What follows belongs to an exercise in optimizing a design on an open flow for small area, a short achievable clock period and few clock cycles per item; a production flow would make more cautious choices.
Function was checked by simulation only, so behaviour that the tests miss may differ from the original.
Power and IR drop assume default switching activity.

`flow/config.mk`:
```
export PLATFORM = sky130hd
export DESIGN_NAME = cla_mp_add_seq
export DESIGN_NICKNAME = cla_mp_add_seq
export VERILOG_FILES = /design/flow/design.v
export SDC_FILE = /design/flow/constraint.sdc
export NUM_CORES = 4
export LEC_CHECK = 0
export ABC_AREA = 1
export CAP_MARGIN = 20
export CORE_MARGIN = 2
export CORE_UTILIZATION = 65
export CTS_BUF_LIST = sky130_fd_sc_hd__clkbuf_4 sky130_fd_sc_hd__clkbuf_8
export SETUP_SLACK_MARGIN = 5
export SLEW_MARGIN = 20
```
`flow/constraint.sdc`:
```
create_clock -name core_clock -period 10.0 [get_ports {clk}]
set_input_delay 2.0000 -clock core_clock [delete_from_list [all_inputs] [get_ports {clk}]]
set_output_delay 2.0000 -clock core_clock [all_outputs]
set_load 0.01 [all_outputs]
```
`flow/design.v`:
```
package cla_pkg;
    localparam int WORD_W = 64;
    typedef enum logic [1:0] {IDLE, RUN, DONE} state_t;
    function automatic integer idx_w(input integer n);
        idx_w = n <= 1 ? 1 : $clog2(n);
    endfunction
endpackage
module add256 (
    input  logic [255:0] a,
    input  logic [255:0] b,
    input  logic         cin,
    output logic [255:0] sum,
    output logic         cout
);
    logic [255:0] p, g, c;
    logic [64:0] gg, gp;    
    assign p = a ^ b;
    assign g = a & b;
    assign gg[0] = cin;
    assign gp[0] = 1'b0;
    assign gg[1] = g[3] | g[2] & p[3] | g[1] & p[2] & p[3] | g[0] & p[1] & p[2] & p[3];
    assign gp[1] = p[0] & p[1] & p[2] & p[3];
    assign gg[2] = g[7] | g[6] & p[7] | g[5] & p[6] & p[7] | g[4] & p[5] & p[6] & p[7];
    assign gp[2] = p[4] & p[5] & p[6] & p[7];
    assign gg[3] = g[11] | g[10] & p[11] | g[9] & p[10] & p[11] | g[8] & p[9] & p[10] & p[11];
    assign gp[3] = p[8] & p[9] & p[10] & p[11];
    assign gg[4] = g[15] | g[14] & p[15] | g[13] & p[14] & p[15] | g[12] & p[13] & p[14] & p[15];
    assign gp[4] = p[12] & p[13] & p[14] & p[15];
    assign gg[5] = g[19] | g[18] & p[19] | g[17] & p[18] & p[19] | g[16] & p[17] & p[18] & p[19];
    assign gp[5] = p[16] & p[17] & p[18] & p[19];
    assign gg[6] = g[23] | g[22] & p[23] | g[21] & p[22] & p[23] | g[20] & p[21] & p[22] & p[23];
    assign gp[6] = p[20] & p[21] & p[22] & p[23];
    assign gg[7] = g[27] | g[26] & p[27] | g[25] & p[26] & p[27] | g[24] & p[25] & p[26] & p[27];
    assign gp[7] = p[24] & p[25] & p[26] & p[27];
    assign gg[8] = g[31] | g[30] & p[31] | g[29] & p[30] & p[31] | g[28] & p[29] & p[30] & p[31];
    assign gp[8] = p[28] & p[29] & p[30] & p[31];
    assign gg[9] = g[35] | g[34] & p[35] | g[33] & p[34] & p[35] | g[32] & p[33] & p[34] & p[35];
    assign gp[9] = p[32] & p[33] & p[34] & p[35];
    assign gg[10] = g[39] | g[38] & p[39] | g[37] & p[38] & p[39] | g[36] & p[37] & p[38] & p[39];
    assign gp[10] = p[36] & p[37] & p[38] & p[39];
    assign gg[11] = g[43] | g[42] & p[43] | g[41] & p[42] & p[43] | g[40] & p[41] & p[42] & p[43];
    assign gp[11] = p[40] & p[41] & p[42] & p[43];
    assign gg[12] = g[47] | g[46] & p[47] | g[45] & p[46] & p[47] | g[44] & p[45] & p[46] & p[47];
    assign gp[12] = p[44] & p[45] & p[46] & p[47];
    assign gg[13] = g[51] | g[50] & p[51] | g[49] & p[50] & p[51] | g[48] & p[49] & p[50] & p[51];
    assign gp[13] = p[48] & p[49] & p[50] & p[51];
    assign gg[14] = g[55] | g[54] & p[55] | g[53] & p[54] & p[55] | g[52] & p[53] & p[54] & p[55];
    assign gp[14] = p[52] & p[53] & p[54] & p[55];
    assign gg[15] = g[59] | g[58] & p[59] | g[57] & p[58] & p[59] | g[56] & p[57] & p[58] & p[59];
    assign gp[15] = p[56] & p[57] & p[58] & p[59];
    assign gg[16] = g[63] | g[62] & p[63] | g[61] & p[62] & p[63] | g[60] & p[61] & p[62] & p[63];
    assign gp[16] = p[60] & p[61] & p[62] & p[63];
    assign gg[17] = g[67] | g[66] & p[67] | g[65] & p[66] & p[67] | g[64] & p[65] & p[66] & p[67];
    assign gp[17] = p[64] & p[65] & p[66] & p[67];
    assign gg[18] = g[71] | g[70] & p[71] | g[69] & p[70] & p[71] | g[68] & p[69] & p[70] & p[71];
    assign gp[18] = p[68] & p[69] & p[70] & p[71];
    assign gg[19] = g[75] | g[74] & p[75] | g[73] & p[74] & p[75] | g[72] & p[73] & p[74] & p[75];
    assign gp[19] = p[72] & p[73] & p[74] & p[75];
    assign gg[20] = g[79] | g[78] & p[79] | g[77] & p[78] & p[79] | g[76] & p[77] & p[78] & p[79];
    assign gp[20] = p[76] & p[77] & p[78] & p[79];
    assign gg[21] = g[83] | g[82] & p[83] | g[81] & p[82] & p[83] | g[80] & p[81] & p[82] & p[83];
    assign gp[21] = p[80] & p[81] & p[82] & p[83];
    assign gg[22] = g[87] | g[86] & p[87] | g[85] & p[86] & p[87] | g[84] & p[85] & p[86] & p[87];
    assign gp[22] = p[84] & p[85] & p[86] & p[87];
    assign gg[23] = g[91] | g[90] & p[91] | g[89] & p[90] & p[91] | g[88] & p[89] & p[90] & p[91];
    assign gp[23] = p[88] & p[89] & p[90] & p[91];
    assign gg[24] = g[95] | g[94] & p[95] | g[93] & p[94] & p[95] | g[92] & p[93] & p[94] & p[95];
    assign gp[24] = p[92] & p[93] & p[94] & p[95];
    assign gg[25] = g[99] | g[98] & p[99] | g[97] & p[98] & p[99] | g[96] & p[97] & p[98] & p[99];
    assign gp[25] = p[96] & p[97] & p[98] & p[99];
    assign gg[26] = g[103] | g[102] & p[103] | g[101] & p[102] & p[103] | g[100] & p[101] & p[102] & p[103];
    assign gp[26] = p[100] & p[101] & p[102] & p[103];
    assign gg[27] = g[107] | g[106] & p[107] | g[105] & p[106] & p[107] | g[104] & p[105] & p[106] & p[107];
    assign gp[27] = p[104] & p[105] & p[106] & p[107];
    assign gg[28] = g[111] | g[110] & p[111] | g[109] & p[110] & p[111] | g[108] & p[109] & p[110] & p[111];
    assign gp[28] = p[108] & p[109] & p[110] & p[111];
    assign gg[29] = g[115] | g[114] & p[115] | g[113] & p[114] & p[115] | g[112] & p[113] & p[114] & p[115];
    assign gp[29] = p[112] & p[113] & p[114] & p[115];
    assign gg[30] = g[119] | g[118] & p[119] | g[117] & p[118] & p[119] | g[116] & p[117] & p[118] & p[119];
    assign gp[30] = p[116] & p[117] & p[118] & p[119];
    assign gg[31] = g[123] | g[122] & p[123] | g[121] & p[122] & p[123] | g[120] & p[121] & p[122] & p[123];
    assign gp[31] = p[120] & p[121] & p[122] & p[123];
    assign gg[32] = g[127] | g[126] & p[127] | g[125] & p[126] & p[127] | g[124] & p[125] & p[126] & p[127];
    assign gp[32] = p[124] & p[125] & p[126] & p[127];
    assign gg[33] = g[131] | g[130] & p[131] | g[129] & p[130] & p[131] | g[128] & p[129] & p[130] & p[131];
    assign gp[33] = p[128] & p[129] & p[130] & p[131];
    assign gg[34] = g[135] | g[134] & p[135] | g[133] & p[134] & p[135] | g[132] & p[133] & p[134] & p[135];
    assign gp[34] = p[132] & p[133] & p[134] & p[135];
    assign gg[35] = g[139] | g[138] & p[139] | g[137] & p[138] & p[139] | g[136] & p[137] & p[138] & p[139];
    assign gp[35] = p[136] & p[137] & p[138] & p[139];
    assign gg[36] = g[143] | g[142] & p[143] | g[141] & p[142] & p[143] | g[140] & p[141] & p[142] & p[143];
    assign gp[36] = p[140] & p[141] & p[142] & p[143];
    assign gg[37] = g[147] | g[146] & p[147] | g[145] & p[146] & p[147] | g[144] & p[145] & p[146] & p[147];
    assign gp[37] = p[144] & p[145] & p[146] & p[147];
    assign gg[38] = g[151] | g[150] & p[151] | g[149] & p[150] & p[151] | g[148] & p[149] & p[150] & p[151];
    assign gp[38] = p[148] & p[149] & p[150] & p[151];
    assign gg[39] = g[155] | g[154] & p[155] | g[153] & p[154] & p[155] | g[152] & p[153] & p[154] & p[155];
    assign gp[39] = p[152] & p[153] & p[154] & p[155];
    assign gg[40] = g[159] | g[158] & p[159] | g[157] & p[158] & p[159] | g[156] & p[157] & p[158] & p[159];
    assign gp[40] = p[156] & p[157] & p[158] & p[159];
    assign gg[41] = g[163] | g[162] & p[163] | g[161] & p[162] & p[163] | g[160] & p[161] & p[162] & p[163];
    assign gp[41] = p[160] & p[161] & p[162] & p[163];
    assign gg[42] = g[167] | g[166] & p[167] | g[165] & p[166] & p[167] | g[164] & p[165] & p[166] & p[167];
    assign gp[42] = p[164] & p[165] & p[166] & p[167];
    assign gg[43] = g[171] | g[170] & p[171] | g[169] & p[170] & p[171] | g[168] & p[169] & p[170] & p[171];
    assign gp[43] = p[168] & p[169] & p[170] & p[171];
    assign gg[44] = g[175] | g[174] & p[175] | g[173] & p[174] & p[175] | g[172] & p[173] & p[174] & p[175];
    assign gp[44] = p[172] & p[173] & p[174] & p[175];
    assign gg[45] = g[179] | g[178] & p[179] | g[177] & p[178] & p[179] | g[176] & p[177] & p[178] & p[179];
    assign gp[45] = p[176] & p[177] & p[178] & p[179];
    assign gg[46] = g[183] | g[182] & p[183] | g[181] & p[182] & p[183] | g[180] & p[181] & p[182] & p[183];
    assign gp[46] = p[180] & p[181] & p[182] & p[183];
    assign gg[47] = g[187] | g[186] & p[187] | g[185] & p[186] & p[187] | g[184] & p[185] & p[186] & p[187];
    assign gp[47] = p[184] & p[185] & p[186] & p[187];
    assign gg[48] = g[191] | g[190] & p[191] | g[189] & p[190] & p[191] | g[188] & p[189] & p[190] & p[191];
    assign gp[48] = p[188] & p[189] & p[190] & p[191];
    assign gg[49] = g[195] | g[194] & p[195] | g[193] & p[194] & p[195] | g[192] & p[193] & p[194] & p[195];
    assign gp[49] = p[192] & p[193] & p[194] & p[195];
    assign gg[50] = g[199] | g[198] & p[199] | g[197] & p[198] & p[199] | g[196] & p[197] & p[198] & p[199];
    assign gp[50] = p[196] & p[197] & p[198] & p[199];
    assign gg[51] = g[203] | g[202] & p[203] | g[201] & p[202] & p[203] | g[200] & p[201] & p[202] & p[203];
    assign gp[51] = p[200] & p[201] & p[202] & p[203];
    assign gg[52] = g[207] | g[206] & p[207] | g[205] & p[206] & p[207] | g[204] & p[205] & p[206] & p[207];
    assign gp[52] = p[204] & p[205] & p[206] & p[207];
    assign gg[53] = g[211] | g[210] & p[211] | g[209] & p[210] & p[211] | g[208] & p[209] & p[210] & p[211];
    assign gp[53] = p[208] & p[209] & p[210] & p[211];
    assign gg[54] = g[215] | g[214] & p[215] | g[213] & p[214] & p[215] | g[212] & p[213] & p[214] & p[215];
    assign gp[54] = p[212] & p[213] & p[214] & p[215];
    assign gg[55] = g[219] | g[218] & p[219] | g[217] & p[218] & p[219] | g[216] & p[217] & p[218] & p[219];
    assign gp[55] = p[216] & p[217] & p[218] & p[219];
    assign gg[56] = g[223] | g[222] & p[223] | g[221] & p[222] & p[223] | g[220] & p[221] & p[222] & p[223];
    assign gp[56] = p[220] & p[221] & p[222] & p[223];
    assign gg[57] = g[227] | g[226] & p[227] | g[225] & p[226] & p[227] | g[224] & p[225] & p[226] & p[227];
    assign gp[57] = p[224] & p[225] & p[226] & p[227];
    assign gg[58] = g[231] | g[230] & p[231] | g[229] & p[230] & p[231] | g[228] & p[229] & p[230] & p[231];
    assign gp[58] = p[228] & p[229] & p[230] & p[231];
    assign gg[59] = g[235] | g[234] & p[235] | g[233] & p[234] & p[235] | g[232] & p[233] & p[234] & p[235];
    assign gp[59] = p[232] & p[233] & p[234] & p[235];
    assign gg[60] = g[239] | g[238] & p[239] | g[237] & p[238] & p[239] | g[236] & p[237] & p[238] & p[239];
    assign gp[60] = p[236] & p[237] & p[238] & p[239];
    assign gg[61] = g[243] | g[242] & p[243] | g[241] & p[242] & p[243] | g[240] & p[241] & p[242] & p[243];
    assign gp[61] = p[240] & p[241] & p[242] & p[243];
    assign gg[62] = g[247] | g[246] & p[247] | g[245] & p[246] & p[247] | g[244] & p[245] & p[246] & p[247];
    assign gp[62] = p[244] & p[245] & p[246] & p[247];
    assign gg[63] = g[251] | g[250] & p[251] | g[249] & p[250] & p[251] | g[248] & p[249] & p[250] & p[251];
    assign gp[63] = p[248] & p[249] & p[250] & p[251];
    assign gg[64] = g[255] | g[254] & p[255] | g[253] & p[254] & p[255] | g[252] & p[253] & p[254] & p[255];
    assign gp[64] = p[252] & p[253] & p[254] & p[255];
    logic n1g, n1p;
    assign n1g = gg[1] | gp[1] & gg[0];
    assign n1p = gp[1] & gp[0];
    logic n2g, n2p;
    assign n2g = gg[3] | gp[3] & gg[2];
    assign n2p = gp[3] & gp[2];
    logic n3g, n3p;
    assign n3g = gg[5] | gp[5] & gg[4];
    assign n3p = gp[5] & gp[4];
    logic n4g, n4p;
    assign n4g = gg[7] | gp[7] & gg[6];
    assign n4p = gp[7] & gp[6];
    logic n5g, n5p;
    assign n5g = gg[9] | gp[9] & gg[8];
    assign n5p = gp[9] & gp[8];
    logic n6g, n6p;
    assign n6g = gg[11] | gp[11] & gg[10];
    assign n6p = gp[11] & gp[10];
    logic n7g, n7p;
    assign n7g = gg[13] | gp[13] & gg[12];
    assign n7p = gp[13] & gp[12];
    logic n8g, n8p;
    assign n8g = gg[15] | gp[15] & gg[14];
    assign n8p = gp[15] & gp[14];
    logic n9g, n9p;
    assign n9g = gg[17] | gp[17] & gg[16];
    assign n9p = gp[17] & gp[16];
    logic n10g, n10p;
    assign n10g = gg[19] | gp[19] & gg[18];
    assign n10p = gp[19] & gp[18];
    logic n11g, n11p;
    assign n11g = gg[21] | gp[21] & gg[20];
    assign n11p = gp[21] & gp[20];
    logic n12g, n12p;
    assign n12g = gg[23] | gp[23] & gg[22];
    assign n12p = gp[23] & gp[22];
    logic n13g, n13p;
    assign n13g = gg[25] | gp[25] & gg[24];
    assign n13p = gp[25] & gp[24];
    logic n14g, n14p;
    assign n14g = gg[27] | gp[27] & gg[26];
    assign n14p = gp[27] & gp[26];
    logic n15g, n15p;
    assign n15g = gg[29] | gp[29] & gg[28];
    assign n15p = gp[29] & gp[28];
    logic n16g, n16p;
    assign n16g = gg[31] | gp[31] & gg[30];
    assign n16p = gp[31] & gp[30];
    logic n17g, n17p;
    assign n17g = gg[33] | gp[33] & gg[32];
    assign n17p = gp[33] & gp[32];
    logic n18g, n18p;
    assign n18g = gg[35] | gp[35] & gg[34];
    assign n18p = gp[35] & gp[34];
    logic n19g, n19p;
    assign n19g = gg[37] | gp[37] & gg[36];
    assign n19p = gp[37] & gp[36];
    logic n20g, n20p;
    assign n20g = gg[39] | gp[39] & gg[38];
    assign n20p = gp[39] & gp[38];
    logic n21g, n21p;
    assign n21g = gg[41] | gp[41] & gg[40];
    assign n21p = gp[41] & gp[40];
    logic n22g, n22p;
    assign n22g = gg[43] | gp[43] & gg[42];
    assign n22p = gp[43] & gp[42];
    logic n23g, n23p;
    assign n23g = gg[45] | gp[45] & gg[44];
    assign n23p = gp[45] & gp[44];
    logic n24g, n24p;
    assign n24g = gg[47] | gp[47] & gg[46];
    assign n24p = gp[47] & gp[46];
    logic n25g, n25p;
    assign n25g = gg[49] | gp[49] & gg[48];
    assign n25p = gp[49] & gp[48];
    logic n26g, n26p;
    assign n26g = gg[51] | gp[51] & gg[50];
    assign n26p = gp[51] & gp[50];
    logic n27g, n27p;
    assign n27g = gg[53] | gp[53] & gg[52];
    assign n27p = gp[53] & gp[52];
    logic n28g, n28p;
    assign n28g = gg[55] | gp[55] & gg[54];
    assign n28p = gp[55] & gp[54];
    logic n29g, n29p;
    assign n29g = gg[57] | gp[57] & gg[56];
    assign n29p = gp[57] & gp[56];
    logic n30g, n30p;
    assign n30g = gg[59] | gp[59] & gg[58];
    assign n30p = gp[59] & gp[58];
    logic n31g, n31p;
    assign n31g = gg[61] | gp[61] & gg[60];
    assign n31p = gp[61] & gp[60];
    logic n32g, n32p;
    assign n32g = gg[63] | gp[63] & gg[62];
    assign n32p = gp[63] & gp[62];
    logic n33g, n33p;
    assign n33g = n2g | n2p & n1g;
    assign n33p = n2p & n1p;
    logic n34g, n34p;
    assign n34g = n4g | n4p & n3g;
    assign n34p = n4p & n3p;
    logic n35g, n35p;
    assign n35g = n6g | n6p & n5g;
    assign n35p = n6p & n5p;
    logic n36g, n36p;
    assign n36g = n8g | n8p & n7g;
    assign n36p = n8p & n7p;
    logic n37g, n37p;
    assign n37g = n10g | n10p & n9g;
    assign n37p = n10p & n9p;
    logic n38g, n38p;
    assign n38g = n12g | n12p & n11g;
    assign n38p = n12p & n11p;
    logic n39g, n39p;
    assign n39g = n14g | n14p & n13g;
    assign n39p = n14p & n13p;
    logic n40g, n40p;
    assign n40g = n16g | n16p & n15g;
    assign n40p = n16p & n15p;
    logic n41g, n41p;
    assign n41g = n18g | n18p & n17g;
    assign n41p = n18p & n17p;
    logic n42g, n42p;
    assign n42g = n20g | n20p & n19g;
    assign n42p = n20p & n19p;
    logic n43g, n43p;
    assign n43g = n22g | n22p & n21g;
    assign n43p = n22p & n21p;
    logic n44g, n44p;
    assign n44g = n24g | n24p & n23g;
    assign n44p = n24p & n23p;
    logic n45g, n45p;
    assign n45g = n26g | n26p & n25g;
    assign n45p = n26p & n25p;
    logic n46g, n46p;
    assign n46g = n28g | n28p & n27g;
    assign n46p = n28p & n27p;
    logic n47g, n47p;
    assign n47g = n30g | n30p & n29g;
    assign n47p = n30p & n29p;
    logic n48g, n48p;
    assign n48g = n32g | n32p & n31g;
    assign n48p = n32p & n31p;
    logic n49g, n49p;
    assign n49g = n34g | n34p & n33g;
    assign n49p = n34p & n33p;
    logic n50g, n50p;
    assign n50g = n36g | n36p & n35g;
    assign n50p = n36p & n35p;
    logic n51g, n51p;
    assign n51g = n38g | n38p & n37g;
    assign n51p = n38p & n37p;
    logic n52g, n52p;
    assign n52g = n40g | n40p & n39g;
    assign n52p = n40p & n39p;
    logic n53g, n53p;
    assign n53g = n42g | n42p & n41g;
    assign n53p = n42p & n41p;
    logic n54g, n54p;
    assign n54g = n44g | n44p & n43g;
    assign n54p = n44p & n43p;
    logic n55g, n55p;
    assign n55g = n46g | n46p & n45g;
    assign n55p = n46p & n45p;
    logic n56g, n56p;
    assign n56g = n48g | n48p & n47g;
    assign n56p = n48p & n47p;
    logic n57g, n57p;
    assign n57g = n50g | n50p & n49g;
    assign n57p = n50p & n49p;
    logic n58g, n58p;
    assign n58g = n52g | n52p & n51g;
    assign n58p = n52p & n51p;
    logic n59g, n59p;
    assign n59g = n54g | n54p & n53g;
    assign n59p = n54p & n53p;
    logic n60g, n60p;
    assign n60g = n56g | n56p & n55g;
    assign n60p = n56p & n55p;
    logic n61g, n61p;
    assign n61g = n58g | n58p & n57g;
    assign n61p = n58p & n57p;
    logic n62g, n62p;
    assign n62g = n60g | n60p & n59g;
    assign n62p = n60p & n59p;
    logic n63g, n63p;
    assign n63g = n62g | n62p & n61g;
    assign n63p = n62p & n61p;
    logic n64g, n64p;
    assign n64g = n59g | n59p & n61g;
    assign n64p = n59p & n61p;
    logic n65g, n65p;
    assign n65g = n51g | n51p & n57g;
    assign n65p = n51p & n57p;
    logic n66g, n66p;
    assign n66g = n53g | n53p & n61g;
    assign n66p = n53p & n61p;
    logic n67g, n67p;
    assign n67g = n55g | n55p & n64g;
    assign n67p = n55p & n64p;
    logic n68g, n68p;
    assign n68g = n35g | n35p & n49g;
    assign n68p = n35p & n49p;
    logic n69g, n69p;
    assign n69g = n37g | n37p & n57g;
    assign n69p = n37p & n57p;
    logic n70g, n70p;
    assign n70g = n39g | n39p & n65g;
    assign n70p = n39p & n65p;
    logic n71g, n71p;
    assign n71g = n41g | n41p & n61g;
    assign n71p = n41p & n61p;
    logic n72g, n72p;
    assign n72g = n43g | n43p & n66g;
    assign n72p = n43p & n66p;
    logic n73g, n73p;
    assign n73g = n45g | n45p & n64g;
    assign n73p = n45p & n64p;
    logic n74g, n74p;
    assign n74g = n47g | n47p & n67g;
    assign n74p = n47p & n67p;
    logic n75g, n75p;
    assign n75g = n3g | n3p & n33g;
    assign n75p = n3p & n33p;
    logic n76g, n76p;
    assign n76g = n5g | n5p & n49g;
    assign n76p = n5p & n49p;
    logic n77g, n77p;
    assign n77g = n7g | n7p & n68g;
    assign n77p = n7p & n68p;
    logic n78g, n78p;
    assign n78g = n9g | n9p & n57g;
    assign n78p = n9p & n57p;
    logic n79g, n79p;
    assign n79g = n11g | n11p & n69g;
    assign n79p = n11p & n69p;
    logic n80g, n80p;
    assign n80g = n13g | n13p & n65g;
    assign n80p = n13p & n65p;
    logic n81g, n81p;
    assign n81g = n15g | n15p & n70g;
    assign n81p = n15p & n70p;
    logic n82g, n82p;
    assign n82g = n17g | n17p & n61g;
    assign n82p = n17p & n61p;
    logic n83g, n83p;
    assign n83g = n19g | n19p & n71g;
    assign n83p = n19p & n71p;
    logic n84g, n84p;
    assign n84g = n21g | n21p & n66g;
    assign n84p = n21p & n66p;
    logic n85g, n85p;
    assign n85g = n23g | n23p & n72g;
    assign n85p = n23p & n72p;
    logic n86g, n86p;
    assign n86g = n25g | n25p & n64g;
    assign n86p = n25p & n64p;
    logic n87g, n87p;
    assign n87g = n27g | n27p & n73g;
    assign n87p = n27p & n73p;
    logic n88g, n88p;
    assign n88g = n29g | n29p & n67g;
    assign n88p = n29p & n67p;
    logic n89g, n89p;
    assign n89g = n31g | n31p & n74g;
    assign n89p = n31p & n74p;
    logic n90g, n90p;
    assign n90g = gg[2] | gp[2] & n1g;
    assign n90p = gp[2] & n1p;
    logic n91g, n91p;
    assign n91g = gg[4] | gp[4] & n33g;
    assign n91p = gp[4] & n33p;
    logic n92g, n92p;
    assign n92g = gg[6] | gp[6] & n75g;
    assign n92p = gp[6] & n75p;
    logic n93g, n93p;
    assign n93g = gg[8] | gp[8] & n49g;
    assign n93p = gp[8] & n49p;
    logic n94g, n94p;
    assign n94g = gg[10] | gp[10] & n76g;
    assign n94p = gp[10] & n76p;
    logic n95g, n95p;
    assign n95g = gg[12] | gp[12] & n68g;
    assign n95p = gp[12] & n68p;
    logic n96g, n96p;
    assign n96g = gg[14] | gp[14] & n77g;
    assign n96p = gp[14] & n77p;
    logic n97g, n97p;
    assign n97g = gg[16] | gp[16] & n57g;
    assign n97p = gp[16] & n57p;
    logic n98g, n98p;
    assign n98g = gg[18] | gp[18] & n78g;
    assign n98p = gp[18] & n78p;
    logic n99g, n99p;
    assign n99g = gg[20] | gp[20] & n69g;
    assign n99p = gp[20] & n69p;
    logic n100g, n100p;
    assign n100g = gg[22] | gp[22] & n79g;
    assign n100p = gp[22] & n79p;
    logic n101g, n101p;
    assign n101g = gg[24] | gp[24] & n65g;
    assign n101p = gp[24] & n65p;
    logic n102g, n102p;
    assign n102g = gg[26] | gp[26] & n80g;
    assign n102p = gp[26] & n80p;
    logic n103g, n103p;
    assign n103g = gg[28] | gp[28] & n70g;
    assign n103p = gp[28] & n70p;
    logic n104g, n104p;
    assign n104g = gg[30] | gp[30] & n81g;
    assign n104p = gp[30] & n81p;
    logic n105g, n105p;
    assign n105g = gg[32] | gp[32] & n61g;
    assign n105p = gp[32] & n61p;
    logic n106g, n106p;
    assign n106g = gg[34] | gp[34] & n82g;
    assign n106p = gp[34] & n82p;
    logic n107g, n107p;
    assign n107g = gg[36] | gp[36] & n71g;
    assign n107p = gp[36] & n71p;
    logic n108g, n108p;
    assign n108g = gg[38] | gp[38] & n83g;
    assign n108p = gp[38] & n83p;
    logic n109g, n109p;
    assign n109g = gg[40] | gp[40] & n66g;
    assign n109p = gp[40] & n66p;
    logic n110g, n110p;
    assign n110g = gg[42] | gp[42] & n84g;
    assign n110p = gp[42] & n84p;
    logic n111g, n111p;
    assign n111g = gg[44] | gp[44] & n72g;
    assign n111p = gp[44] & n72p;
    logic n112g, n112p;
    assign n112g = gg[46] | gp[46] & n85g;
    assign n112p = gp[46] & n85p;
    logic n113g, n113p;
    assign n113g = gg[48] | gp[48] & n64g;
    assign n113p = gp[48] & n64p;
    logic n114g, n114p;
    assign n114g = gg[50] | gp[50] & n86g;
    assign n114p = gp[50] & n86p;
    logic n115g, n115p;
    assign n115g = gg[52] | gp[52] & n73g;
    assign n115p = gp[52] & n73p;
    logic n116g, n116p;
    assign n116g = gg[54] | gp[54] & n87g;
    assign n116p = gp[54] & n87p;
    logic n117g, n117p;
    assign n117g = gg[56] | gp[56] & n67g;
    assign n117p = gp[56] & n67p;
    logic n118g, n118p;
    assign n118g = gg[58] | gp[58] & n88g;
    assign n118p = gp[58] & n88p;
    logic n119g, n119p;
    assign n119g = gg[60] | gp[60] & n74g;
    assign n119p = gp[60] & n74p;
    logic n120g, n120p;
    assign n120g = gg[62] | gp[62] & n89g;
    assign n120p = gp[62] & n89p;
    logic n121g, n121p;
    assign n121g = gg[64] | gp[64] & n63g;
    assign n121p = gp[64] & n63p;
    logic [64:0] gc;    
    assign gc[0] = gg[0];
    assign gc[1] = n1g;
    assign gc[2] = n90g;
    assign gc[3] = n33g;
    assign gc[4] = n91g;
    assign gc[5] = n75g;
    assign gc[6] = n92g;
    assign gc[7] = n49g;
    assign gc[8] = n93g;
    assign gc[9] = n76g;
    assign gc[10] = n94g;
    assign gc[11] = n68g;
    assign gc[12] = n95g;
    assign gc[13] = n77g;
    assign gc[14] = n96g;
    assign gc[15] = n57g;
    assign gc[16] = n97g;
    assign gc[17] = n78g;
    assign gc[18] = n98g;
    assign gc[19] = n69g;
    assign gc[20] = n99g;
    assign gc[21] = n79g;
    assign gc[22] = n100g;
    assign gc[23] = n65g;
    assign gc[24] = n101g;
    assign gc[25] = n80g;
    assign gc[26] = n102g;
    assign gc[27] = n70g;
    assign gc[28] = n103g;
    assign gc[29] = n81g;
    assign gc[30] = n104g;
    assign gc[31] = n61g;
    assign gc[32] = n105g;
    assign gc[33] = n82g;
    assign gc[34] = n106g;
    assign gc[35] = n71g;
    assign gc[36] = n107g;
    assign gc[37] = n83g;
    assign gc[38] = n108g;
    assign gc[39] = n66g;
    assign gc[40] = n109g;
    assign gc[41] = n84g;
    assign gc[42] = n110g;
    assign gc[43] = n72g;
    assign gc[44] = n111g;
    assign gc[45] = n85g;
    assign gc[46] = n112g;
    assign gc[47] = n64g;
    assign gc[48] = n113g;
    assign gc[49] = n86g;
    assign gc[50] = n114g;
    assign gc[51] = n73g;
    assign gc[52] = n115g;
    assign gc[53] = n87g;
    assign gc[54] = n116g;
    assign gc[55] = n67g;
    assign gc[56] = n117g;
    assign gc[57] = n88g;
    assign gc[58] = n118g;
    assign gc[59] = n74g;
    assign gc[60] = n119g;
    assign gc[61] = n89g;
    assign gc[62] = n120g;
    assign gc[63] = n63g;
    assign gc[64] = n121g;
    assign c[0] = gc[0];
    assign c[1] = g[0] | p[0] & gc[0];
    assign c[2] = g[1] | g[0] & p[1] | p[0] & p[1] & gc[0];
    assign c[3] = g[2] | g[1] & p[2] | g[0] & p[1] & p[2] | p[0] & p[1] & p[2] & gc[0];
    assign c[4] = gc[1];
    assign c[5] = g[4] | p[4] & gc[1];
    assign c[6] = g[5] | g[4] & p[5] | p[4] & p[5] & gc[1];
    assign c[7] = g[6] | g[5] & p[6] | g[4] & p[5] & p[6] | p[4] & p[5] & p[6] & gc[1];
    assign c[8] = gc[2];
    assign c[9] = g[8] | p[8] & gc[2];
    assign c[10] = g[9] | g[8] & p[9] | p[8] & p[9] & gc[2];
    assign c[11] = g[10] | g[9] & p[10] | g[8] & p[9] & p[10] | p[8] & p[9] & p[10] & gc[2];
    assign c[12] = gc[3];
    assign c[13] = g[12] | p[12] & gc[3];
    assign c[14] = g[13] | g[12] & p[13] | p[12] & p[13] & gc[3];
    assign c[15] = g[14] | g[13] & p[14] | g[12] & p[13] & p[14] | p[12] & p[13] & p[14] & gc[3];
    assign c[16] = gc[4];
    assign c[17] = g[16] | p[16] & gc[4];
    assign c[18] = g[17] | g[16] & p[17] | p[16] & p[17] & gc[4];
    assign c[19] = g[18] | g[17] & p[18] | g[16] & p[17] & p[18] | p[16] & p[17] & p[18] & gc[4];
    assign c[20] = gc[5];
    assign c[21] = g[20] | p[20] & gc[5];
    assign c[22] = g[21] | g[20] & p[21] | p[20] & p[21] & gc[5];
    assign c[23] = g[22] | g[21] & p[22] | g[20] & p[21] & p[22] | p[20] & p[21] & p[22] & gc[5];
    assign c[24] = gc[6];
    assign c[25] = g[24] | p[24] & gc[6];
    assign c[26] = g[25] | g[24] & p[25] | p[24] & p[25] & gc[6];
    assign c[27] = g[26] | g[25] & p[26] | g[24] & p[25] & p[26] | p[24] & p[25] & p[26] & gc[6];
    assign c[28] = gc[7];
    assign c[29] = g[28] | p[28] & gc[7];
    assign c[30] = g[29] | g[28] & p[29] | p[28] & p[29] & gc[7];
    assign c[31] = g[30] | g[29] & p[30] | g[28] & p[29] & p[30] | p[28] & p[29] & p[30] & gc[7];
    assign c[32] = gc[8];
    assign c[33] = g[32] | p[32] & gc[8];
    assign c[34] = g[33] | g[32] & p[33] | p[32] & p[33] & gc[8];
    assign c[35] = g[34] | g[33] & p[34] | g[32] & p[33] & p[34] | p[32] & p[33] & p[34] & gc[8];
    assign c[36] = gc[9];
    assign c[37] = g[36] | p[36] & gc[9];
    assign c[38] = g[37] | g[36] & p[37] | p[36] & p[37] & gc[9];
    assign c[39] = g[38] | g[37] & p[38] | g[36] & p[37] & p[38] | p[36] & p[37] & p[38] & gc[9];
    assign c[40] = gc[10];
    assign c[41] = g[40] | p[40] & gc[10];
    assign c[42] = g[41] | g[40] & p[41] | p[40] & p[41] & gc[10];
    assign c[43] = g[42] | g[41] & p[42] | g[40] & p[41] & p[42] | p[40] & p[41] & p[42] & gc[10];
    assign c[44] = gc[11];
    assign c[45] = g[44] | p[44] & gc[11];
    assign c[46] = g[45] | g[44] & p[45] | p[44] & p[45] & gc[11];
    assign c[47] = g[46] | g[45] & p[46] | g[44] & p[45] & p[46] | p[44] & p[45] & p[46] & gc[11];
    assign c[48] = gc[12];
    assign c[49] = g[48] | p[48] & gc[12];
    assign c[50] = g[49] | g[48] & p[49] | p[48] & p[49] & gc[12];
    assign c[51] = g[50] | g[49] & p[50] | g[48] & p[49] & p[50] | p[48] & p[49] & p[50] & gc[12];
    assign c[52] = gc[13];
    assign c[53] = g[52] | p[52] & gc[13];
    assign c[54] = g[53] | g[52] & p[53] | p[52] & p[53] & gc[13];
    assign c[55] = g[54] | g[53] & p[54] | g[52] & p[53] & p[54] | p[52] & p[53] & p[54] & gc[13];
    assign c[56] = gc[14];
    assign c[57] = g[56] | p[56] & gc[14];
    assign c[58] = g[57] | g[56] & p[57] | p[56] & p[57] & gc[14];
    assign c[59] = g[58] | g[57] & p[58] | g[56] & p[57] & p[58] | p[56] & p[57] & p[58] & gc[14];
    assign c[60] = gc[15];
    assign c[61] = g[60] | p[60] & gc[15];
    assign c[62] = g[61] | g[60] & p[61] | p[60] & p[61] & gc[15];
    assign c[63] = g[62] | g[61] & p[62] | g[60] & p[61] & p[62] | p[60] & p[61] & p[62] & gc[15];
    assign c[64] = gc[16];
    assign c[65] = g[64] | p[64] & gc[16];
    assign c[66] = g[65] | g[64] & p[65] | p[64] & p[65] & gc[16];
    assign c[67] = g[66] | g[65] & p[66] | g[64] & p[65] & p[66] | p[64] & p[65] & p[66] & gc[16];
    assign c[68] = gc[17];
    assign c[69] = g[68] | p[68] & gc[17];
    assign c[70] = g[69] | g[68] & p[69] | p[68] & p[69] & gc[17];
    assign c[71] = g[70] | g[69] & p[70] | g[68] & p[69] & p[70] | p[68] & p[69] & p[70] & gc[17];
    assign c[72] = gc[18];
    assign c[73] = g[72] | p[72] & gc[18];
    assign c[74] = g[73] | g[72] & p[73] | p[72] & p[73] & gc[18];
    assign c[75] = g[74] | g[73] & p[74] | g[72] & p[73] & p[74] | p[72] & p[73] & p[74] & gc[18];
    assign c[76] = gc[19];
    assign c[77] = g[76] | p[76] & gc[19];
    assign c[78] = g[77] | g[76] & p[77] | p[76] & p[77] & gc[19];
    assign c[79] = g[78] | g[77] & p[78] | g[76] & p[77] & p[78] | p[76] & p[77] & p[78] & gc[19];
    assign c[80] = gc[20];
    assign c[81] = g[80] | p[80] & gc[20];
    assign c[82] = g[81] | g[80] & p[81] | p[80] & p[81] & gc[20];
    assign c[83] = g[82] | g[81] & p[82] | g[80] & p[81] & p[82] | p[80] & p[81] & p[82] & gc[20];
    assign c[84] = gc[21];
    assign c[85] = g[84] | p[84] & gc[21];
    assign c[86] = g[85] | g[84] & p[85] | p[84] & p[85] & gc[21];
    assign c[87] = g[86] | g[85] & p[86] | g[84] & p[85] & p[86] | p[84] & p[85] & p[86] & gc[21];
    assign c[88] = gc[22];
    assign c[89] = g[88] | p[88] & gc[22];
    assign c[90] = g[89] | g[88] & p[89] | p[88] & p[89] & gc[22];
    assign c[91] = g[90] | g[89] & p[90] | g[88] & p[89] & p[90] | p[88] & p[89] & p[90] & gc[22];
    assign c[92] = gc[23];
    assign c[93] = g[92] | p[92] & gc[23];
    assign c[94] = g[93] | g[92] & p[93] | p[92] & p[93] & gc[23];
    assign c[95] = g[94] | g[93] & p[94] | g[92] & p[93] & p[94] | p[92] & p[93] & p[94] & gc[23];
    assign c[96] = gc[24];
    assign c[97] = g[96] | p[96] & gc[24];
    assign c[98] = g[97] | g[96] & p[97] | p[96] & p[97] & gc[24];
    assign c[99] = g[98] | g[97] & p[98] | g[96] & p[97] & p[98] | p[96] & p[97] & p[98] & gc[24];
    assign c[100] = gc[25];
    assign c[101] = g[100] | p[100] & gc[25];
    assign c[102] = g[101] | g[100] & p[101] | p[100] & p[101] & gc[25];
    assign c[103] = g[102] | g[101] & p[102] | g[100] & p[101] & p[102] | p[100] & p[101] & p[102] & gc[25];
    assign c[104] = gc[26];
    assign c[105] = g[104] | p[104] & gc[26];
    assign c[106] = g[105] | g[104] & p[105] | p[104] & p[105] & gc[26];
    assign c[107] = g[106] | g[105] & p[106] | g[104] & p[105] & p[106] | p[104] & p[105] & p[106] & gc[26];
    assign c[108] = gc[27];
    assign c[109] = g[108] | p[108] & gc[27];
    assign c[110] = g[109] | g[108] & p[109] | p[108] & p[109] & gc[27];
    assign c[111] = g[110] | g[109] & p[110] | g[108] & p[109] & p[110] | p[108] & p[109] & p[110] & gc[27];
    assign c[112] = gc[28];
    assign c[113] = g[112] | p[112] & gc[28];
    assign c[114] = g[113] | g[112] & p[113] | p[112] & p[113] & gc[28];
    assign c[115] = g[114] | g[113] & p[114] | g[112] & p[113] & p[114] | p[112] & p[113] & p[114] & gc[28];
    assign c[116] = gc[29];
    assign c[117] = g[116] | p[116] & gc[29];
    assign c[118] = g[117] | g[116] & p[117] | p[116] & p[117] & gc[29];
    assign c[119] = g[118] | g[117] & p[118] | g[116] & p[117] & p[118] | p[116] & p[117] & p[118] & gc[29];
    assign c[120] = gc[30];
    assign c[121] = g[120] | p[120] & gc[30];
    assign c[122] = g[121] | g[120] & p[121] | p[120] & p[121] & gc[30];
    assign c[123] = g[122] | g[121] & p[122] | g[120] & p[121] & p[122] | p[120] & p[121] & p[122] & gc[30];
    assign c[124] = gc[31];
    assign c[125] = g[124] | p[124] & gc[31];
    assign c[126] = g[125] | g[124] & p[125] | p[124] & p[125] & gc[31];
    assign c[127] = g[126] | g[125] & p[126] | g[124] & p[125] & p[126] | p[124] & p[125] & p[126] & gc[31];
    assign c[128] = gc[32];
    assign c[129] = g[128] | p[128] & gc[32];
    assign c[130] = g[129] | g[128] & p[129] | p[128] & p[129] & gc[32];
    assign c[131] = g[130] | g[129] & p[130] | g[128] & p[129] & p[130] | p[128] & p[129] & p[130] & gc[32];
    assign c[132] = gc[33];
    assign c[133] = g[132] | p[132] & gc[33];
    assign c[134] = g[133] | g[132] & p[133] | p[132] & p[133] & gc[33];
    assign c[135] = g[134] | g[133] & p[134] | g[132] & p[133] & p[134] | p[132] & p[133] & p[134] & gc[33];
    assign c[136] = gc[34];
    assign c[137] = g[136] | p[136] & gc[34];
    assign c[138] = g[137] | g[136] & p[137] | p[136] & p[137] & gc[34];
    assign c[139] = g[138] | g[137] & p[138] | g[136] & p[137] & p[138] | p[136] & p[137] & p[138] & gc[34];
    assign c[140] = gc[35];
    assign c[141] = g[140] | p[140] & gc[35];
    assign c[142] = g[141] | g[140] & p[141] | p[140] & p[141] & gc[35];
    assign c[143] = g[142] | g[141] & p[142] | g[140] & p[141] & p[142] | p[140] & p[141] & p[142] & gc[35];
    assign c[144] = gc[36];
    assign c[145] = g[144] | p[144] & gc[36];
    assign c[146] = g[145] | g[144] & p[145] | p[144] & p[145] & gc[36];
    assign c[147] = g[146] | g[145] & p[146] | g[144] & p[145] & p[146] | p[144] & p[145] & p[146] & gc[36];
    assign c[148] = gc[37];
    assign c[149] = g[148] | p[148] & gc[37];
    assign c[150] = g[149] | g[148] & p[149] | p[148] & p[149] & gc[37];
    assign c[151] = g[150] | g[149] & p[150] | g[148] & p[149] & p[150] | p[148] & p[149] & p[150] & gc[37];
    assign c[152] = gc[38];
    assign c[153] = g[152] | p[152] & gc[38];
    assign c[154] = g[153] | g[152] & p[153] | p[152] & p[153] & gc[38];
    assign c[155] = g[154] | g[153] & p[154] | g[152] & p[153] & p[154] | p[152] & p[153] & p[154] & gc[38];
    assign c[156] = gc[39];
    assign c[157] = g[156] | p[156] & gc[39];
    assign c[158] = g[157] | g[156] & p[157] | p[156] & p[157] & gc[39];
    assign c[159] = g[158] | g[157] & p[158] | g[156] & p[157] & p[158] | p[156] & p[157] & p[158] & gc[39];
    assign c[160] = gc[40];
    assign c[161] = g[160] | p[160] & gc[40];
    assign c[162] = g[161] | g[160] & p[161] | p[160] & p[161] & gc[40];
    assign c[163] = g[162] | g[161] & p[162] | g[160] & p[161] & p[162] | p[160] & p[161] & p[162] & gc[40];
    assign c[164] = gc[41];
    assign c[165] = g[164] | p[164] & gc[41];
    assign c[166] = g[165] | g[164] & p[165] | p[164] & p[165] & gc[41];
    assign c[167] = g[166] | g[165] & p[166] | g[164] & p[165] & p[166] | p[164] & p[165] & p[166] & gc[41];
    assign c[168] = gc[42];
    assign c[169] = g[168] | p[168] & gc[42];
    assign c[170] = g[169] | g[168] & p[169] | p[168] & p[169] & gc[42];
    assign c[171] = g[170] | g[169] & p[170] | g[168] & p[169] & p[170] | p[168] & p[169] & p[170] & gc[42];
    assign c[172] = gc[43];
    assign c[173] = g[172] | p[172] & gc[43];
    assign c[174] = g[173] | g[172] & p[173] | p[172] & p[173] & gc[43];
    assign c[175] = g[174] | g[173] & p[174] | g[172] & p[173] & p[174] | p[172] & p[173] & p[174] & gc[43];
    assign c[176] = gc[44];
    assign c[177] = g[176] | p[176] & gc[44];
    assign c[178] = g[177] | g[176] & p[177] | p[176] & p[177] & gc[44];
    assign c[179] = g[178] | g[177] & p[178] | g[176] & p[177] & p[178] | p[176] & p[177] & p[178] & gc[44];
    assign c[180] = gc[45];
    assign c[181] = g[180] | p[180] & gc[45];
    assign c[182] = g[181] | g[180] & p[181] | p[180] & p[181] & gc[45];
    assign c[183] = g[182] | g[181] & p[182] | g[180] & p[181] & p[182] | p[180] & p[181] & p[182] & gc[45];
    assign c[184] = gc[46];
    assign c[185] = g[184] | p[184] & gc[46];
    assign c[186] = g[185] | g[184] & p[185] | p[184] & p[185] & gc[46];
    assign c[187] = g[186] | g[185] & p[186] | g[184] & p[185] & p[186] | p[184] & p[185] & p[186] & gc[46];
    assign c[188] = gc[47];
    assign c[189] = g[188] | p[188] & gc[47];
    assign c[190] = g[189] | g[188] & p[189] | p[188] & p[189] & gc[47];
    assign c[191] = g[190] | g[189] & p[190] | g[188] & p[189] & p[190] | p[188] & p[189] & p[190] & gc[47];
    assign c[192] = gc[48];
    assign c[193] = g[192] | p[192] & gc[48];
    assign c[194] = g[193] | g[192] & p[193] | p[192] & p[193] & gc[48];
    assign c[195] = g[194] | g[193] & p[194] | g[192] & p[193] & p[194] | p[192] & p[193] & p[194] & gc[48];
    assign c[196] = gc[49];
    assign c[197] = g[196] | p[196] & gc[49];
    assign c[198] = g[197] | g[196] & p[197] | p[196] & p[197] & gc[49];
    assign c[199] = g[198] | g[197] & p[198] | g[196] & p[197] & p[198] | p[196] & p[197] & p[198] & gc[49];
    assign c[200] = gc[50];
    assign c[201] = g[200] | p[200] & gc[50];
    assign c[202] = g[201] | g[200] & p[201] | p[200] & p[201] & gc[50];
    assign c[203] = g[202] | g[201] & p[202] | g[200] & p[201] & p[202] | p[200] & p[201] & p[202] & gc[50];
    assign c[204] = gc[51];
    assign c[205] = g[204] | p[204] & gc[51];
    assign c[206] = g[205] | g[204] & p[205] | p[204] & p[205] & gc[51];
    assign c[207] = g[206] | g[205] & p[206] | g[204] & p[205] & p[206] | p[204] & p[205] & p[206] & gc[51];
    assign c[208] = gc[52];
    assign c[209] = g[208] | p[208] & gc[52];
    assign c[210] = g[209] | g[208] & p[209] | p[208] & p[209] & gc[52];
    assign c[211] = g[210] | g[209] & p[210] | g[208] & p[209] & p[210] | p[208] & p[209] & p[210] & gc[52];
    assign c[212] = gc[53];
    assign c[213] = g[212] | p[212] & gc[53];
    assign c[214] = g[213] | g[212] & p[213] | p[212] & p[213] & gc[53];
    assign c[215] = g[214] | g[213] & p[214] | g[212] & p[213] & p[214] | p[212] & p[213] & p[214] & gc[53];
    assign c[216] = gc[54];
    assign c[217] = g[216] | p[216] & gc[54];
    assign c[218] = g[217] | g[216] & p[217] | p[216] & p[217] & gc[54];
    assign c[219] = g[218] | g[217] & p[218] | g[216] & p[217] & p[218] | p[216] & p[217] & p[218] & gc[54];
    assign c[220] = gc[55];
    assign c[221] = g[220] | p[220] & gc[55];
    assign c[222] = g[221] | g[220] & p[221] | p[220] & p[221] & gc[55];
    assign c[223] = g[222] | g[221] & p[222] | g[220] & p[221] & p[222] | p[220] & p[221] & p[222] & gc[55];
    assign c[224] = gc[56];
    assign c[225] = g[224] | p[224] & gc[56];
    assign c[226] = g[225] | g[224] & p[225] | p[224] & p[225] & gc[56];
    assign c[227] = g[226] | g[225] & p[226] | g[224] & p[225] & p[226] | p[224] & p[225] & p[226] & gc[56];
    assign c[228] = gc[57];
    assign c[229] = g[228] | p[228] & gc[57];
    assign c[230] = g[229] | g[228] & p[229] | p[228] & p[229] & gc[57];
    assign c[231] = g[230] | g[229] & p[230] | g[228] & p[229] & p[230] | p[228] & p[229] & p[230] & gc[57];
    assign c[232] = gc[58];
    assign c[233] = g[232] | p[232] & gc[58];
    assign c[234] = g[233] | g[232] & p[233] | p[232] & p[233] & gc[58];
    assign c[235] = g[234] | g[233] & p[234] | g[232] & p[233] & p[234] | p[232] & p[233] & p[234] & gc[58];
    assign c[236] = gc[59];
    assign c[237] = g[236] | p[236] & gc[59];
    assign c[238] = g[237] | g[236] & p[237] | p[236] & p[237] & gc[59];
    assign c[239] = g[238] | g[237] & p[238] | g[236] & p[237] & p[238] | p[236] & p[237] & p[238] & gc[59];
    assign c[240] = gc[60];
    assign c[241] = g[240] | p[240] & gc[60];
    assign c[242] = g[241] | g[240] & p[241] | p[240] & p[241] & gc[60];
    assign c[243] = g[242] | g[241] & p[242] | g[240] & p[241] & p[242] | p[240] & p[241] & p[242] & gc[60];
    assign c[244] = gc[61];
    assign c[245] = g[244] | p[244] & gc[61];
    assign c[246] = g[245] | g[244] & p[245] | p[244] & p[245] & gc[61];
    assign c[247] = g[246] | g[245] & p[246] | g[244] & p[245] & p[246] | p[244] & p[245] & p[246] & gc[61];
    assign c[248] = gc[62];
    assign c[249] = g[248] | p[248] & gc[62];
    assign c[250] = g[249] | g[248] & p[249] | p[248] & p[249] & gc[62];
    assign c[251] = g[250] | g[249] & p[250] | g[248] & p[249] & p[250] | p[248] & p[249] & p[250] & gc[62];
    assign c[252] = gc[63];
    assign c[253] = g[252] | p[252] & gc[63];
    assign c[254] = g[253] | g[252] & p[253] | p[252] & p[253] & gc[63];
    assign c[255] = g[254] | g[253] & p[254] | g[252] & p[253] & p[254] | p[252] & p[253] & p[254] & gc[63];
    assign sum = p ^ c;
    assign cout = gc[64];
endmodule
import cla_pkg::*;
module cla_mp_add_seq #(
    parameter int NUM_WORDS = 4
) (
    input  logic                                 clk,
    input  logic                                 rst,
    input  logic                                 in_valid,
    output logic                                 in_ready,
    input  logic [NUM_WORDS*cla_pkg::WORD_W-1:0] in_a,
    input  logic [NUM_WORDS*cla_pkg::WORD_W-1:0] in_b,
    input  logic                                 in_cin,
    input  logic                                 in_sub,
    output logic                                 out_valid,
    input  logic                                 out_ready,
    output logic [NUM_WORDS*cla_pkg::WORD_W-1:0] out_sum,
    output logic                                 out_cout,
    output logic                                 out_ovf,
    output logic                                 busy
);
    localparam int W = NUM_WORDS * WORD_W;
    logic [W-1:0] bb, s, sum_r;
    logic         c0, co, cout_r, ovf_r, valid_r, take;
    assign bb   = in_b ^ {W{in_sub}};
    assign c0   = in_cin ^ in_sub;
    assign take = ~valid_r | out_ready;
    add256 u_add (.a(in_a), .b(bb), .cin(c0), .sum(s), .cout(co));
    always_ff @(posedge clk) begin
        if (rst) valid_r <= 1'b0;
        else if (take) valid_r <= in_valid;
    end
    always_ff @(posedge clk) begin
        if (take) begin
            sum_r  <= s;
            cout_r <= co;
            ovf_r  <= in_a[W-1] ^ bb[W-1] ^ s[W-1] ^ co;
        end
    end
    assign in_ready  = take;
    assign out_valid = valid_r;
    assign busy      = valid_r;
    assign out_sum   = sum_r;
    assign out_cout  = cout_r;
    assign out_ovf   = ovf_r;
endmodule
```
`flow/run.sh`:
```
#!/bin/bash
# synth_recipe.tcl (not shown) runs the flow's synth.tcl, then flattens the netlist and writes it again
# the make line also repeats each setting of config.mk as NAME=value (left out here)
make -C /OpenROAD-flow-scripts/flow DESIGN_CONFIG=/design/flow/config.mk WORK_HOME=/design/flow/orfs CLKGATE_MAP_FILE= SYNTH_SCRIPT=/design/flow/synth_recipe.tcl finish
```
==> results.toml, run 1 <==
[status]
status = "aborted with a tool error"
stop_stage = "I/O pin placement (3_2_place_iop)"
first-error = "[ERROR PPL-0024] Number of IO pins (779) exceeds maximum number of available positions (678). Increase the die perimeter from 755.98um to 1059.44um."

[floorplanning]
start_util = 0.662
fp.dieW_um = 189
fp.dieH_um = 189
row_count = 67

[yosys]
synth_fa_ha_area_frac = 0.202
synthFlopType = "edfxtp_1"
syn_area_per_cell_um2 = 9.17
yosys.area_share.simple = 0.128
synthesis.area_um2 = 22200
synthesis.nets = 3264
synth_mux_area_frac = 0
synthCells = 2426
yosysUniqueCellTypes = 50
synth_top_family_by_area = "adder cells"
synthArstFlopShare = 0
synth_seq_cells = 259
synth-compound-area-share = 0.0763
synth-xor-area-share = 0.168
synth_edf_count = 258
seq_area_frac_synth = 0.349
ys.warnings.count = 1
## logic make-up after synthesis
kind of cell / Yosys count
adders and majority gates: 320
AOI/OAI and AO/OA: 288
DFF: 259
and+or+nand+nor: 682
xor gates and xnor gates: 426
buffers and inverters: 451
## cells in the mapped netlist (all sizes together), types with 8 or more instances
master	number	share of area
inv	415	0.070
nand2	402	0.072
xor2	276	0.11
edfxtp	258	0.35
ha	256	0.14
a21oi	161	0.038
xnor2	150	0.059
nor2	142	0.024
nand3	102	0.023
fa	64	0.058
o21ai	55	0.013
buf	18	0.0037
clkbuf	18	0.0030
a21o	17	0.0057
o21bai	17	0.0074
a31oi	16	0.0048
nand4	14	0.0039
nor3	12	0.0027
o211ai	8	0.0027
Testbench counts, summed over its fixed seeds: cycles 1,608, items 1,600.
==> run 2, diff against run 1 <==
==> flow/flow/run.sh (new file) <==
#!/bin/bash
# Layout flow: the standard ORFS flow, with the port buffers inserted as the smallest buffer
# (repair_design and repair_timing still resize them where timing needs it).
set -euo pipefail
export BUFFER_PORTS_ARGS="-buffer_cell sky130_fd_sc_hd__buf_1"
bash standard.sh > standard_flow.log 2>&1
==> flow/standard.sh (new file) <==
#!/bin/bash
# synth_recipe.tcl (not shown) runs the flow's synth.tcl, then flattens the netlist and writes it again
# the make line also repeats each setting of config.mk as NAME=value (left out here)
make -C /OpenROAD-flow-scripts/flow DESIGN_CONFIG=/design/flow/config.mk WORK_HOME=/design/flow/orfs CLKGATE_MAP_FILE= SYNTH_SCRIPT=/design/flow/synth_recipe.tcl "${@:-finish}"
removed: flow/run.sh
==> results.toml, run 2 <==
[status]
status = "aborted with a tool error"
stop_stage = "I/O pin placement (3_2_place_iop)"
first-error = "[ERROR PPL-0024] Number of IO pins (779) exceeds maximum number of available positions (678). Increase the die perimeter from 755.98um to 1059.44um."

[yosys]
syn_area_per_cell_um2 = 9.17
synthFlopType = "edfxtp_1"
synth_top_cell_by_area = "edfxtp_1"
synthArstFlopShare = 0
yosysMostFrequentCell = "inv_1"
synth_seq_cells = 259
synthCells = 2426
synthesis.area_um2 = 22200
ys.warnings.count = 1
seq_area_frac_synth = 0.349
yosys-top-cells-count = "408 x inv_1, 381 x nand2_1, 275 x xor2_1, 258 x edfxtp_1, 256 x ha_1"
yosysUniqueCellTypes = 50
synthesis.nets = 3264
synthTopCellsByArea = "edfxtp_1 35%, ha_1 14%, xor2_1 11%"
synth_edf_count = 258
synth_top_area_frac = 0.348

[floorplanning]
fp.dieW_um = 189
start_util = 0.662
row_count = 67
fp.dieH_um = 189
## run 2: cell counts after synthesis
No cell type changed its count.
## run 2: cell families after synthesis
| kind of cell | after synthesis | share of synthesized area |
|---|---|---|
| AND/OR/NAND/NOR | 682 | 0.128 |
| buffers and inverters | 451 | 0.0767 |
| XOR/XNOR | 426 | 0.168 |
| adder cells (fa/ha/maj) | 320 | 0.202 |
| AO/OA/AOI/OAI | 288 | 0.0763 |
| flip-flops | 259 | 0.349 |
==> run 3, diff against run 2 <==
--- a/flow/config.mk
+++ b/flow/config.mk
@@ -8,7 +8,7 @@
 export ABC_AREA = 1
 export CAP_MARGIN = 20
 export CORE_MARGIN = 2
-export CORE_UTILIZATION = 65
+export CORE_UTILIZATION = 40
 export CTS_BUF_LIST = sky130_fd_sc_hd__clkbuf_4 sky130_fd_sc_hd__clkbuf_8
 export SETUP_SLACK_MARGIN = 5
 export SLEW_MARGIN = 20
==> results.toml, run 3 <==
[status]
status = "complete, no violations"

[yosys]
synthesis.nets = 3264
synthCells = 2426
synth_top_area_frac = 0.348
synth_seq_cells = 259
synthesis.area_um2 = 22200
synth_top_cell_by_area = "edfxtp_1"
yosysUniqueCellTypes = 50
yosys-top-cells-count = "408 x inv_1, 381 x nand2_1, 275 x xor2_1, 258 x edfxtp_1, 256 x ha_1"
seq_area_frac_synth = 0.349
synthTopCellsByArea = "edfxtp_1 35%, ha_1 14%, xor2_1 11%"
synthArstFlopShare = 0
synthFlopType = "edfxtp_1"
ys.warnings.count = 1
yosysMostFrequentCell = "inv_1"
synth_edf_count = 258
syn_area_per_cell_um2 = 9.17

[grt]
grt_overflow = 0
grt_start_max_net_pins = 143
antenna_found_initial = 12
grt_pass1_vias = 19100
grt_pass1_wl_um = 113000
grtUsageTotal = 0.263

[critical_path]
worst_setup_path_end_kind = "flip-flop"
r2r-start = "valid_r$_SDFFE_PP0P_"
critPathArrivalTime_ns = 5.37
criticalPathCategory = "primary input to flip-flop"
r2r-end = "sum_r[36]$_DFFE_PP_"
cp_max_fo = 6
r2r_slack_ns = 7.48
startpoint = "in_sub"
ff2ff_path_depth = 3
cp.required_ns = 10.38
worstSetupStartpointType = "primary input"

[routing]
drc = 0
drtPass1Iterations = 5
vias = 20100
via_per_inst = 4.86
wl_per_cell_um = 19.8
ant_nets = 0
drt-initial-drc-count = 826
routed_wl_um = 81700

[finish]
nets = 4167
mostFrequentLayoutCells = "777 x buf_1, 393 x inv_1, 343 x nand2_1, 271 x xor2_1, 258 x edfxtp_1"
area_growth_pct = 33.3
nFillCells = 5229
final_cell_count_no_fill = 4124
layout_commonest_cell = "buf_1"
regMostFlops = "sum_r"
post_route_cells_drive_above_1_share = 0.128
design_area_um2 = 29700
largest_reg_flops = 256

[sta]
worst_pin_slew_ns = 1.11
setup_viol = 0
hold_viol_final = 0
slew_violations = 0
min_period_over_period = 0.499
rsz0062_at_grt = "true"
max-slew-margin-rel = 0.260
setup-tns-final_ns = 0
fmax_mhz = 201
worst_clock_skew_ns = 0.0247
fin_crit_ns = 4.99

[placement]
place_congestion = 0.938
port_buffers = 778
dp.cells = 3923
dp_hpwl_um = 61300
placed_area_um2 = 26200

[floorplanning]
fp.dieW_um = 240
fp.dieH_um = 240
io_pins = 779
core_region_area_um2 = 55100
start_util = 0.404
die_area_um2 = 57500
row_count = 86

[hold_path]
min_to = "sum_r[192]$_DFFE_PP_"
hold_class = "flip-flop to flip-flop"
whs_path_depth = 1
min-delay-start = "valid_r$_SDFFE_PP0P_"

[cts]
cts.path.max_buffers = 3
clockRootBuffer = "clkbuf_8"
cts_buffers = 53
cts_tree = "built"
clk-insertion-delay-late_ns = 0.62
path_clk_slew_ns = 0.06
tritoncts_num_sinks = 259
cts_hold_buf = 0
htreeDepth = 2

[pwr]
power_leakage_uw = 0.0136
p_total_uw = 4950
irDropWorstVdd_mv = 0.0885
powerDensity_nw_per_um2 = 167

[flow_run]
maxCapViolations = 0
## run 3: cell counts after synthesis
No cell type changed its count.
## run 3: kinds of logic after synthesis
| logic type | share of synthesized area |
|---|---|
| flip-flops | 0.349 |
| adder cells (fa/ha/maj) | 0.202 |
| buffers and inverters | 0.0767 |
| AO/OA/AOI/OAI | 0.0763 |
| AND/OR/NAND/NOR | 0.128 |
| XOR/XNOR | 0.168 |
## run 3: power by group
group	total (uW)	leakage (uW)	internal [uW]	switching [uW]
logic	2090	0.0103	798	1290
clock network	1130	0.000543	608	517
registers	1740	0.00268	1630	105
total	4950	0.0136	3040	1910
## run 3: layout make-up
cell class                      count  area (um^2)  share of cell area
Tap cell                          748          936              0.0316
Multi-Input combinational cell   1716        14100               0.474
Clock buffer                       71          865              0.0292
Inverter                          415         1560              0.0527
Antenna cell                        7         17.5            0.000591
Timing Repair Buffer              884         4290               0.145
Clock inverter                     24          151             0.00511
Sequential cell                   259         7770               0.262
## run 3: per-layer routing
metal,track usage,part of all wire
met1,0.299,0.37
met3,0.0725,0.082
met5,0,0.0011
met4,0.0919,0.043
met2,0.473,0.50
## run 3: how the worst max path moves through the flow
| stage | to | slack, ns |
|---|---|---|
| 6_report | sum_r[168]$_DFFE_PP_ | 5.01 |
| 5_1_grt | sum_r[168]$_DFFE_PP_ | 4.92 |
| 4_1_cts | sum_r[241]$_DFFE_PP_ | 5.01 |
| 3_5_place_dp | sum_r[168]$_DFFE_PP_ | 3.47 |
| 3_3_place_gp | sum_r[169]$_DFFE_PP_ | 3.54 |
| 2_1_floorplan | sum_r[248]$_DFFE_PP_ | 4.73 |
## run 3: repair_timing
item / CTS / global route
buffers inserted: 23 / 49
endpoints found under the setup margin: 186 / 55
gates cloned: 15 / 12
pin swaps: 31 / 103
resized for setup: 70 / 185
## run 3: per-stage QoR
stage / setup WS, ns / util / hold slack, ns
after floorplan: 4.73 / - / 1.60
after global routing: 4.92 / 0.538 / 0.989
final: 5.01 / 0.538 / 0.948
after global placement: 3.54 / 0.476 / 0.937
after CTS: 5.01 / 0.511 / 0.954
after detailed placement: 3.47 / 0.476 / 0.947
## run 3: worst max-delay path: stages
cell	delay, ns
clkbuf_16	0.18
buf_16	0.19
xnor2_4	0.18
inv_1	0.07
ha_1	0.31
nand3_1	0.13
nor2_2	0.16
nand2_2	0.09
nor2_4	0.11
and3_4	0.21
nand2_4	0.07
nand2_8	0.10
nand2_4	0.07
nand2_8	0.10
inv_6	0.04
o21bai_4	0.16
inv_2	0.08
o21bai_4	0.18
nand2_2	0.07
nand2_2	0.08
nand2_2	0.07
nand2_4	0.09
inv_2	0.04
fa_2	0.51
inv_1	0.05
==> run 4, diff against run 3 <==
==> flow/flow/run.sh (replaced) <==
#!/bin/bash
# Layout flow: the standard ORFS flow, with the port buffers inserted as the smallest buffer
# (repair_design and repair_timing still resize them where timing needs it), and timing repair
# aimed at a setup slack of 5.35 ns.
set -euo pipefail
export BUFFER_PORTS_ARGS="-buffer_cell sky130_fd_sc_hd__buf_1"
export SETUP_SLACK_MARGIN=5.35
bash standard.sh > standard_flow.log 2>&1
--- a/flow/config.mk
+++ b/flow/config.mk
@@ -10,5 +10,4 @@
 export CORE_MARGIN = 2
 export CORE_UTILIZATION = 40
 export CTS_BUF_LIST = sky130_fd_sc_hd__clkbuf_4 sky130_fd_sc_hd__clkbuf_8
-export SETUP_SLACK_MARGIN = 5
 export SLEW_MARGIN = 20
==> results.toml, run 4 <==
[yosys]
yosys-top-cells-count = "408 x inv_1, 381 x nand2_1, 275 x xor2_1, 258 x edfxtp_1, 256 x ha_1"
seq_area_frac_synth = 0.349
synth_edf_count = 258
synthesis.area_um2 = 22200
synth_top_area_frac = 0.348
synthArstFlopShare = 0
yosysMostFrequentCell = "inv_1"
synthTopCellsByArea = "edfxtp_1 35%, ha_1 14%, xor2_1 11%"
synth_top_cell_by_area = "edfxtp_1"
syn_area_per_cell_um2 = 9.17
synthFlopType = "edfxtp_1"
synthCells = 2426
synthesis.nets = 3264
ys.warnings.count = 1
synth_seq_cells = 259
yosysUniqueCellTypes = 50

[cts]
clk-insertion-delay-late_ns = 0.66
tritoncts_num_sinks = 259
path_clk_slew_ns = 0.06
clockRootBuffer = "clkbuf_8"
cts_tree = "built"
htreeDepth = 2
cts_buffers = 54
cts.path.max_buffers = 3

[sta]
worst_pin_slew_ns = 1.03
setup_ws_ns = 5.05
setup-tns-final_ns = 0
fmax_mhz = 202
setup_viol = 0
slew_violations = 0
worst_clock_skew_ns = 0.0222
rsz0062_at_grt = "true"
min_period_over_period = 0.495
fin_crit_ns = 4.95
hold_viol_final = 0
max-slew-margin-rel = 0.315

[floorplanning]
core_region_area_um2 = 55100
row_count = 86
die_area_um2 = 57500
start_util = 0.404
fp.dieH_um = 240
io_pins = 779
fp.dieW_um = 240

[grt]
grt_pass1_wl_um = 124000
met2_usage = 0.519
grtUsageMet3 = 0.0855
grtUsageTotal = 0.290
busiest_layer = "met2"
grt_overflow = 0
grt_use_met1 = 0.306
antenna_found_initial = 21
grt_pass1_vias = 21000
grt_start_max_net_pins = 77

[placement]
dp_hpwl_um = 65700
place_congestion = 0.963
pre_cts_ws_ns = 3.38
port_buffers = 778
placed_area_um2 = 26300

[critical_path]
critPathTopFamily = "simple AND/OR/NAND/NOR gates"
cpMaxStageDelayCell = "fa_2"
crit_path_frequent_cell = "nand2_8"
worstSetupStartpointType = "primary input"
worst_setup_path_end_kind = "flip-flop"
path_cells = "clkbuf_16 -> buf_12 -> buf_16 -> xor2_1 -> ha_1 -> a21oi_1 -> nand3_1 -> nor2_2 -> nor2_2 -> nor2_4 -> nand2_2 -> a21oi_4 -> nand2_8 -> nand2_4 -> nand2_8 -> nand2_4 -> nand2_8 -> buf_12 -> a21oi_4 -> buf_6 -> buf_6 -> fa_2 -> inv_1"
ff2ff_path_depth = 4
max_stage_delay_ns = 0.42
cp.required_ns = 10.53
startpoint = "in_sub"
path_buf_inv = 7
cp.depth = 23
r2r-start = "valid_r$_SDFFE_PP0P_"
cp_max_fo = 13
criticalPathCategory = "primary input to flip-flop"
critPathArrivalTime_ns = 5.48

[finish]
layout_commonest_cell = "buf_1"
fin_util = 0.569
largest_reg_flops = 256
mostFrequentLayoutCells = "777 x buf_1, 376 x inv_1, 308 x nand2_1, 267 x xor2_1, 258 x edfxtp_1"
nets = 4281
layout.area.seq_um2 = 7770
area_growth_pct = 40.9
design_area_um2 = 31300
post_route_cells_drive_above_1_share = 0.201
multi_input_area_um2 = 14700
nFillCells = 5004
regMostFlops = "sum_r"

[routing]
ant_nets = 0
via_per_inst = 4.98
drtPass1Iterations = 5
drt-initial-drc-count = 1009
wl_per_cell_um = 20.9
routed_wl_um = 89100
drc = 0
vias = 21200

[status]
status = "complete, no violations"

[hold_path]
whs_path_depth = 1
hold_class = "flip-flop to flip-flop"
min-delay-start = "valid_r$_SDFFE_PP0P_"

[pwr]
power_leakage_uw = 0.0143
powerDensity_nw_per_um2 = 166
irDropWorstVdd_mv = 0.125

[flow_run]
maxCapViolations = 0
==> run 4: final cells by class <==
type                    instances  area share
clock buffers                  68      0.0273
well taps                     748      0.0299
inverters                     415      0.0505
flip-flops and latches        259       0.248
diodes                         20     0.00160
multi-input cells            1718       0.470
repair buffers                995       0.169
clock inverters                30     0.00423
==> run 4: worst reg2reg max path, stage by stage, from the launching register on <==
cell	delay, ns
dfxtp_1	0.52
nand2_8	0.16
buf_4	0.34
buf_4	0.72
buf_4	0.76
==> run 4: metal layers <==
metal | wire [um] | up-vias
met1 | 31700 | 10200
met5 | 59 | -
met4 | 5030 | 10
li1 | - | 9994
met2 | 45500 | 796
met3 | 6840 | 235
==> run 4: cell families after synthesis <==
kind of cell,synth area share
buf+inv,0.0767
fa+ha+maj,0.202
xor+xnor,0.168
simple gates,0.128
flops,0.349
compound gates,0.0763
==> run 4: power by group <==
group | internal (uW) | switching, uW | leakage (uW)
clock | 557 | 541 | 0.000531
combinational | 941 | 1400 | 0.0111
sequential | 1630 | 120 | 0.00268
total | 3130 | 2060 | 0.0143
==> run 4: final timing paths <==
path                            slack [ns]              endpoint
worst min-delay path                  1.10  sum_r[121]$_DFFE_PP_
worst max register to register        7.05   sum_r[25]$_DFFE_PP_
worst max-delay path                  5.05  sum_r[228]$_DFFE_PP_
worst min register to register        1.10  sum_r[121]$_DFFE_PP_
==> run 4: through the flow <==
stage	power (uW)	hold WS, ns	instances
2_1_floorplan	2940	1.60	2426
3_3_place_gp	3640	1.07	3922
3_5_place_dp	3670	1.08	3922
4_1_cts	5000	1.09	4160
5_1_grt	5480	1.12	4248
6_report	5200	1.10	4253
==> run 4: repair_timing <==
item,in CTS,in global routing
pin swaps,100,101
cloned,21,4
endpoints found under the setup margin,236,156
hold buffers,0,0
gates resized for setup,200,225
buffers inserted,119,69
endpoints found under the hold margin,0,0

-- static timing again, ports no longer ideal --
Ports are ideal in the flow. The routed layouts listed here were re-timed in OpenROAD. Step 1: set_driving_cell puts a clkbuf_16 on clk and a buf_2 on each other input, an assumption about the parent block. Step 2 adds t to the input delays and takes it off the output delays; t is the mean of the earliest and latest rising clock arrival at the registers after step 1. Input paths then give back, and output paths get back, about the clock's delay inside the block. Slacks: ideal ports / drivers / drivers and shift; pairs: ideal ports / drivers.
| run | t (ns) | slack for setup (ns) | hold slack, ns | worst setup path at the end | worst data-port slew with drivers (ns) |
|---|---|---|---|---|---|
| run 3 | 0.674 | 5.013 / 4.826 / 4.152 | 0.948 / 0.948 / 0.948 | input to register | 0.26 |
| run 4 | 0.710 | 5.051 / 4.829 / 4.118 | 1.101 / 1.101 / 1.101 | input to register | 0.31 |
After both steps setup and hold are still met in every run listed. For run 4, which loses most, drivers alone change the setup slack by -0.222 ns; drivers and shift together by -0.933 ns.
